This design comes from an exercise in tuning for small area on the open sky130 flow, not from production work.
Only simulation tests tie the RTL to the original design; equivalence was not proved.
Power figures rest on the tool's default switching activity, not on a simulated workload.

alpha:
// procesador_multiciclo
module procesador_multiciclo #(
   parameter int            DW       = 32,
   parameter int            AW       = 8,
   parameter logic [AW-1:0] RESET_PC = '0
) (
   input  logic          clk,
   input  logic          rst_n,
   output logic          mem_req,
   output logic          mem_we,
   output logic [AW-1:0] mem_addr,
   output logic [DW-1:0] mem_wdata,
   input  logic [DW-1:0] mem_rdata,
   input  logic          mem_ack,
   output logic          halted,
   output logic [AW-1:0] pc_dbg
);
export LEC_CHECK = 0
export CAP_MARGIN = 20
export CORE_MARGIN = 2
export CORE_UTILIZATION = 65
export SLEW_MARGIN = 20
create_clock -name core_clock -period 6.5 [get_ports {clk}]
standard.sh (not shown) runs the stock make flow with config.mk's settings and CLKGATE_MAP_FILE= SYNTH_SCRIPT=/design/flow/synth_recipe.tcl, a recipe that flattens the netlist after the stock synthesis.
==> flow/flow/run.sh <==
#!/bin/bash
# Layout flow: the standard ORFS flow (standard.sh) with these changes in
# how the layout is made:
#  * after the standard synthesis, its combinational logic is re-mapped by
#    ABC with an area script (flow/remap.ys); registers are untouched;
#  * port buffers use the smallest buffer cell (buf_1);
#  * clock tree: small clock buffers, small sink clusters, no dummy loads.
# Each tool writes its full output to a log of its own in this folder
# (flow_*.log) and ORFS's step logs stay under orfs/logs/.
set -euo pipefail
export BUFFER_PORTS_ARGS="-buffer_cell sky130_fd_sc_hd__buf_1"
export CTS_ARGS="-sink_clustering_enable -repair_clock_nets -sink_clustering_size 12 -sink_clustering_max_diameter 33 -buf_list sky130_fd_sc_hd__clkbuf_4 -dont_use_dummy_load"
YOSYS=${YOSYS_EXE:-$FLOW_HOME/../tools/install/yosys/bin/yosys}
LIB=$FLOW_HOME/platforms/$FLOW_PLATFORM/lib/sky130_fd_sc_hd__tt_025C_1v80.lib
R=orfs/results/$FLOW_PLATFORM/procesador_multiciclo/base

bash ./standard.sh synth > flow_synth.log 2>&1
cp $R/1_2_yosys.v flow_std_netlist.v
SEQ=$(grep -oE "sky130_fd_sc_hd__(df|edf|sdf|dl|conb)[a-z0-9_]+" flow_std_netlist.v | sort -u | tr '\n' ' ')
sed -e "s#LIBFILE#$LIB#g" -e "s#NETIN#flow_std_netlist.v#" -e "s#NETOUT#flow_remap_netlist.v#" \
    -e "s#TOPNAME#$FLOW_TOP#" -e "s#^flatten#blackbox $SEQ\nflatten#" flow/remap.ys > flow_remap.ys
$YOSYS -s flow_remap.ys > flow_remap.log 2>&1
cp flow_remap_netlist.v $R/1_2_yosys.v
rm -f $R/1_synth.odb $R/1_synth.sdc
bash ./standard.sh synth > flow_synth_odb.log 2>&1
bash ./standard.sh finish > flow_standard.log 2>&1
Other scripts of this flow, unchanged in this note and not shown: flow/flow/remap.ys
Inputs modified between alpha and beta:
diff --git a/flow/flow/run.sh b/flow/flow/run.sh
--- a/flow/flow/run.sh
+++ b/flow/flow/run.sh
@@ -12 +12 @@
-export CTS_ARGS="-sink_clustering_enable -repair_clock_nets -sink_clustering_size 12 -sink_clustering_max_diameter 33 -buf_list sky130_fd_sc_hd__clkbuf_4 -dont_use_dummy_load"
+export CTS_ARGS="-sink_clustering_enable -repair_clock_nets -sink_clustering_size 13 -sink_clustering_max_diameter 30 -buf_list sky130_fd_sc_hd__clkbuf_4 -dont_use_dummy_load"
==> comparison <==
Measured against each other, beta and alpha differ in worst hold slack, the higher figure coming from alpha. Re synthesized area: no difference whatsoever between alpha and beta. H-tree depth (beta over alpha): increase, 1. beta vs alpha — final instance count without filler cells rose 19. Total power was higher in the run labelled beta. ~same area used by multi-input combinational logic in beta and alpha. On beta: portion of the layout cell area used by clock cells is 0.56 points higher than what alpha gave. The setup slack of beta is smaller than that of alpha.

========
Another version of the RTL of procesador_multiciclo (not shown whole).
For scale: about 1500 cells after synthesis, roughly 1100 flip-flops.
clock: 6.5 ns
lec_check: 0
cap_margin: 20
core_margin: 2
core_utilization: 40
slew_margin: 20
run.sh (not shown) runs the stock make flow with config.mk's settings and CLKGATE_MAP_FILE= SYNTH_SCRIPT=/design/flow/synth_recipe.tcl, a recipe that flattens the netlist after the stock synthesis.
Stock flow here: none of the scripts above is used.
Edit:
==> flow/flow/run.sh (new file) <==
#!/bin/bash
# Layout flow: the standard ORFS flow (standard.sh), with two changes in
# how the layout is made:
#  * port buffers use the smallest buffer cell (buf_1) instead of the
#    cell buffer_ports picks on its own;
#  * clock tree: clkbuf_8 leaf/tree buffers, sink clusters of up to 22
#    flip-flops within 60 um, no dummy loads.
# Each tool's full output is in the ORFS logs under orfs/logs/, and the
# make output in flow_standard.log in this folder.
set -euo pipefail
export BUFFER_PORTS_ARGS="-buffer_cell sky130_fd_sc_hd__buf_1"
export CTS_ARGS="-sink_clustering_enable -repair_clock_nets -sink_clustering_size 22 -sink_clustering_max_diameter 60 -buf_list sky130_fd_sc_hd__clkbuf_8 -dont_use_dummy_load"
bash ./standard.sh finish > flow_standard.log 2>&1
==> flow/standard.sh (new file) <==
#!/bin/bash
# synth_recipe.tcl (not shown) runs the flow's synth.tcl, then flattens the netlist and writes it again
# the make line also repeats each setting of config.mk as NAME=value (left out here)
make -C /OpenROAD-flow-scripts/flow DESIGN_CONFIG=/design/flow/config.mk WORK_HOME=/design/flow/orfs CLKGATE_MAP_FILE= SYNTH_SCRIPT=/design/flow/synth_recipe.tcl "${@:-finish}"
removed: flow/run.sh
Worst setup slack degrades by 110 ps.
Worst hold slack loses 32 ps.
Core utilization decreases by 4.4 points.

========
procesador_multiciclo, a different RTL version from the one above (not shown whole).
Size in the first run: roughly 1500 cells after synthesis, ~86 I/O pins, roughly 24000 µm² of cells after synthesis.
==> flow/config.mk <==
export PLATFORM = sky130hd
export DESIGN_NAME = procesador_multiciclo
export DESIGN_NICKNAME = procesador_multiciclo
export VERILOG_FILES = /design/flow/design.v
export SDC_FILE = /design/flow/constraint.sdc
export NUM_CORES = 4
export LEC_CHECK = 0
export CAP_MARGIN = 20
export CORE_MARGIN = 2
export CORE_UTILIZATION = 65
export SLEW_MARGIN = 20
==> flow/constraint.sdc <==
create_clock -name core_clock -period 6.5 [get_ports {clk}]
set_input_delay 1.3000 -clock core_clock [delete_from_list [all_inputs] [get_ports {clk}]]
set_output_delay 1.3000 -clock core_clock [all_outputs]
set_load 0.01 [all_outputs]
standard.sh (not shown) runs the stock make flow with config.mk's settings and CLKGATE_MAP_FILE= SYNTH_SCRIPT=/design/flow/synth_recipe.tcl, a recipe that flattens the netlist after the stock synthesis.
==> flow/flow/run.sh <==
#!/bin/bash
# Layout flow: the standard ORFS flow (standard.sh) with these changes in
# how the layout is made:
#  * after the standard synthesis, its combinational logic is re-mapped by
#    ABC with an area script (flow/remap.ys); registers are untouched;
#  * port buffers use the smallest buffer cell (buf_1);
#  * clock tree: small clock buffers, small sink clusters, no dummy loads.
# Each tool writes its full output to a log of its own in this folder
# (flow_*.log) and ORFS's step logs stay under orfs/logs/.
set -euo pipefail
export BUFFER_PORTS_ARGS="-buffer_cell sky130_fd_sc_hd__buf_1"
export CTS_ARGS="-sink_clustering_enable -repair_clock_nets -sink_clustering_size 10 -sink_clustering_max_diameter 30 -buf_list sky130_fd_sc_hd__clkbuf_4 -dont_use_dummy_load"
YOSYS=${YOSYS_EXE:-$FLOW_HOME/../tools/install/yosys/bin/yosys}
LIB=$FLOW_HOME/platforms/$FLOW_PLATFORM/lib/sky130_fd_sc_hd__tt_025C_1v80.lib
R=orfs/results/$FLOW_PLATFORM/procesador_multiciclo/base

bash ./standard.sh synth > flow_synth.log 2>&1
cp $R/1_2_yosys.v flow_std_netlist.v
SEQ=$(grep -oE "sky130_fd_sc_hd__(df|edf|sdf|dl|conb)[a-z0-9_]+" flow_std_netlist.v | sort -u | tr '\n' ' ')
sed -e "s#LIBFILE#$LIB#g" -e "s#NETIN#flow_std_netlist.v#" -e "s#NETOUT#flow_remap_netlist.v#" \
    -e "s#TOPNAME#$FLOW_TOP#" -e "s#^flatten#blackbox $SEQ\nflatten#" flow/remap.ys > flow_remap.ys
$YOSYS -s flow_remap.ys > flow_remap.log 2>&1
cp flow_remap_netlist.v $R/1_2_yosys.v
rm -f $R/1_synth.odb $R/1_synth.sdc
bash ./standard.sh synth > flow_synth_odb.log 2>&1
bash ./standard.sh finish > flow_standard.log 2>&1
Other scripts of this flow, unchanged in this note and not shown: flow/flow/remap.ys
The baseline finished with timing, DRC and antenna clean.
Rerun with:
--- a/flow/flow/run.sh
+++ b/flow/flow/run.sh
@@ -10,5 +10,5 @@
 set -euo pipefail
 export BUFFER_PORTS_ARGS="-buffer_cell sky130_fd_sc_hd__buf_1"
-export CTS_ARGS="-sink_clustering_enable -repair_clock_nets -sink_clustering_size 10 -sink_clustering_max_diameter 30 -buf_list sky130_fd_sc_hd__clkbuf_4 -dont_use_dummy_load"
+export CTS_ARGS="-sink_clustering_enable -repair_clock_nets -sink_clustering_size 11 -sink_clustering_max_diameter 35 -buf_list sky130_fd_sc_hd__clkbuf_4 -dont_use_dummy_load"
 YOSYS=${YOSYS_EXE:-$FLOW_HOME/../tools/install/yosys/bin/yosys}
 LIB=$FLOW_HOME/platforms/$FLOW_PLATFORM/lib/sky130_fd_sc_hd__tt_025C_1v80.lib
CORE_UTILIZATION = 72   (was 65)
The new run finished with timing, DRC and antenna clean. Cell count fell by 2.2%. Global-route usage rose by 4.4 points. Hold slack improved by 27 ps. Maximum frequency rose by 2.0%.
Rerun with:
CORE_UTILIZATION = 55   (was 72)
Critical path depth went down by 8.
Clock skew climbs by 39 ps.
Routed wire length decreases by 15%.
Final area goes up by 0.87%.
Count of clock-buffer cells in the layout went up by 6.
Total power drops by 0.53%.

========
Setup of v50:
RTL: one of the versions met above, not the one the previous note started from.
Size: roughly 1,500 cells after synthesis, about 1,100 flip-flops, ~86 I/O pins, about 0.025 sq mm of cells after synthesis.
==> flow/config.mk <==
export PLATFORM = sky130hd
export DESIGN_NAME = procesador_multiciclo
export DESIGN_NICKNAME = procesador_multiciclo
export VERILOG_FILES = /design/flow/design.v
export SDC_FILE = /design/flow/constraint.sdc
export NUM_CORES = 4
export LEC_CHECK = 0
export CAP_MARGIN = 20
export CORE_MARGIN = 2
export CORE_UTILIZATION = 40
export CTS_BUF_LIST = sky130_fd_sc_hd__clkbuf_16
export CTS_CLUSTER_DIAMETER = 80
export CTS_CLUSTER_SIZE = 35
export SLEW_MARGIN = 20
==> flow/constraint.sdc <==
create_clock -name core_clock -period 6.5 [get_ports {clk}]
set_input_delay 1.3000 -clock core_clock [delete_from_list [all_inputs] [get_ports {clk}]]
set_output_delay 1.3000 -clock core_clock [all_outputs]
set_load 0.01 [all_outputs]
run.sh (not shown) runs the stock make flow with config.mk's settings and CLKGATE_MAP_FILE= SYNTH_SCRIPT=/design/flow/synth_recipe.tcl, a recipe that flattens the netlist after the stock synthesis.
Stock flow here: none of the scripts above is used.
Modified inputs, v10 compared to v50
- removing CTS_CLUSTER_SIZE (formerly 35)
- changing CORE_UTILIZATION from 40 to 65
- removing CTS_CLUSTER_DIAMETER (formerly 80)
- changing CTS_BUF_LIST from sky130_fd_sc_hd__clkbuf_16 to sky130_fd_sc_hd__clkbuf_4
==> notes.md <==
In the flow results for v10 and v50, the critical path required time is smaller on v50.
Side by side, all-layer global routing usage turned out higher in v10 than in v50.
[compare] base=v50 new=v10: final critical path time including I/O delays and setup rose 0.22 ns, routed wire length +about 15%, proportion of power drawn by the clock network now sits higher, number of clock-tree buffers in the layout now larger.
--- input diff v10..v35 ---
- swapping 65 for 40 in CORE_UTILIZATION
- putting CTS_CLUSTER_SIZE at 40 where nothing was set
- clearing CTS_BUF_LIST, which used to be sky130_fd_sc_hd__clkbuf_4
- putting CTS_CLUSTER_DIAMETER at 50 where nothing was set
[summary]
- v10 reports its top layer reached by signal wires as met5 while v35 reports met4.
- Run comparison: v10 library cell contributing the largest single delay on the critical path sky130_fd_sc_hd__nor4bb_2; v35 library cell contributing the largest single delay on the critical path sky130_fd_sc_hd__clkdlybuf4s50_1
- | sequential share of layout area | v35 vs v10 | 0.55 points higher |
- Relative to v10, total power has decreased by 5.1% in v35.
- v10 → v35: number of well-tap cells placed went up; iteration-0 DRC count of the detailed router increased 68; number of antenna violations at the first check in global routing now smaller; global-route met1 utilization now sits lower.
- Looking at the reports, v35 completed the entire flow and the layout it produced met the timing, DRC and antenna checks.
Relative to v35, the following input files were edited for v7:
- CTS_CLUSTER_SIZE no longer set, was 40
- CORE_UTILIZATION now 65, was 40
- CTS_CLUSTER_DIAMETER no longer set, was 50
==> flow/flow/run.sh (new file) <==
#!/bin/bash
# Layout flow: the standard ORFS flow (standard.sh), with two changes in
# how the layout is made:
#  * port buffers use the smallest buffer cell (buf_1) instead of the
#    cell buffer_ports picks on its own;
#  * clock tree: clkbuf_8 leaf/tree buffers, sink clusters of up to 22
#    flip-flops within 60 um, no dummy loads.
# Each tool's full output is in the ORFS logs under orfs/logs/, and the
# make output in flow_standard.log in this folder.
set -euo pipefail
export BUFFER_PORTS_ARGS="-buffer_cell sky130_fd_sc_hd__buf_1"
export CTS_ARGS="-sink_clustering_enable -repair_clock_nets -sink_clustering_size 22 -sink_clustering_max_diameter 60 -buf_list sky130_fd_sc_hd__clkbuf_8 -dont_use_dummy_load"
bash ./standard.sh finish > flow_standard.log 2>&1
==> flow/standard.sh (new file) <==
#!/bin/bash
# synth_recipe.tcl (not shown) runs the flow's synth.tcl, then flattens the netlist and writes it again
# the make line also repeats each setting of config.mk as NAME=value (left out here)
make -C /OpenROAD-flow-scripts/flow DESIGN_CONFIG=/design/flow/config.mk WORK_HOME=/design/flow/orfs CLKGATE_MAP_FILE= SYNTH_SCRIPT=/design/flow/synth_recipe.tcl "${@:-finish}"
removed: flow/run.sh
Findings:
Share of cells above drive strength 1 for v7 is lower than for v35. Cmp v35 and v7 / post-route worst setup slack / higher: v35. Delta (v7 minus v35): cell count along the critical path grew by 6, global placement routability congestion increased by 0.070 relative to the old numbers, total instance count after detailed placement has decreased. In the flow results for v35 and v7, the final critical-path share of the clock period is larger on v7. Non-clock buffer count (lower): v7. In the reports for v35 and v7, the larger fraction of area in registers belongs to v7. All-layer global routing usage up 6.2 points in v7 wrt v35.
#### Input delta (v56 over v7)
- CTS_CLUSTER_DIAMETER now 60, previously not set
- CTS_CLUSTER_SIZE now 22, previously not set
- CTS_BUF_LIST now sky130_fd_sc_hd__clkbuf_8, previously not set
- CORE_UTILIZATION now 40, was 65
==> flow/run.sh (new file) <==
#!/bin/bash
# synth_recipe.tcl (not shown) runs the flow's synth.tcl, then flattens the netlist and writes it again
# the make line also repeats each setting of config.mk as NAME=value (left out here)
make -C /OpenROAD-flow-scripts/flow DESIGN_CONFIG=/design/flow/config.mk WORK_HOME=/design/flow/orfs CLKGATE_MAP_FILE= SYNTH_SCRIPT=/design/flow/synth_recipe.tcl finish
removed: flow/flow/run.sh
removed: flow/standard.sh
## What came out
- v56: number of rows in the core area about 28% above v7
- The library cell contributing the largest single delay on the critical path comes out sky130_fd_sc_hd__clkdlybuf4s50_1 in one run and sky130_fd_sc_hd__nor4bb_2 in the other, namely in v56 and v7 respectively.
- v56 vs v7 on power: v56 is the higher one.
- Taking v7 as the reference, in v56 total number of tap cells has increased, maximum frequency has increased.
Changes in v32 relative to v56:
- changing CTS_BUF_LIST from sky130_fd_sc_hd__clkbuf_8 to sky130_fd_sc_hd__clkbuf_4
- removing CTS_CLUSTER_DIAMETER (formerly 60)
- removing CTS_CLUSTER_SIZE (formerly 22)
[summary]
Against v56, v32 comes in 1.1 points higher on global-route usage.
v32 ended up with more standard cells than v56.
Sequential cell fraction of total power down 13 points in v32 wrt v56
Taking v56 over v32, the average routed wire per standard cell ratio works out to 1.07.
Comparing v32 and v56, initial antenna violation count is higher on v32.

-- afterwards: timing with drivers on the ports --
In the flow no input, the clock included, has a driving cell. The finished layouts below were timed again as built, in two steps. Step 1 (the two cells are an assumption about what drives the block):
set clk [get_ports {clk}]
set_driving_cell -lib_cell sky130_fd_sc_hd__clkbuf_16 $clk
set_driving_cell -lib_cell sky130_fd_sc_hd__buf_2 [delete_from_list [all_inputs] $clk]
Step 2 adds t to the input delays and takes it off the output delays; t is the mean of the earliest and latest rising clock arrival at the registers after step 1. Input paths then give back, and output paths get back, about the clock's delay inside the block. Three values: no drivers, after step 1, after step 2; two values: the first two.
run | t, ns | slack for setup (ns) | clock arrival spread, ns | cell pins on the clock port's net
alpha | 0.842 | 2.012 / 2.012 / 2.012 | 0.094 / 0.094 | 1
beta | 0.823 | 1.905 / 1.905 / 1.905 | 0.123 / 0.123 | 1
the first run of note 2 | 0.679 | 2.111 / 2.055 / 2.208 | 0.025 / 0.025 | 1
the second run of note 2 | 0.698 | 2.000 / 2.000 / 2.000 | 0.097 / 0.097 | 1
the first run of note 3 | 0.830 | 2.503 / 2.452 / 2.618 | 0.091 / 0.091 | 1
the second run of note 3 | 0.831 | 2.581 / 2.579 / 2.581 | 0.095 / 0.095 | 1
the third run of note 3 | 0.864 | 2.530 / 2.481 / 2.733 | 0.133 / 0.133 | 1
v50 | 0.632 | 2.155 / 2.098 / 2.196 | 0.027 / 0.028 | 1
v10 | 0.923 | 1.937 / 1.900 / 1.937 | 0.066 / 0.065 | 1
v35 | 0.665 | 2.168 / 2.112 / 2.170 | 0.044 / 0.043 | 1
v7 | 0.671 | 1.957 / 1.957 / 1.957 | 0.088 / 0.088 | 1
v56 | 0.720 | 2.046 / 1.996 / 2.192 | 0.033 / 0.033 | 1
v32 | 1.036 | 1.767 / 1.712 / 2.175 | 0.070 / 0.070 | 1
After both steps setup and hold are still met in every run listed.
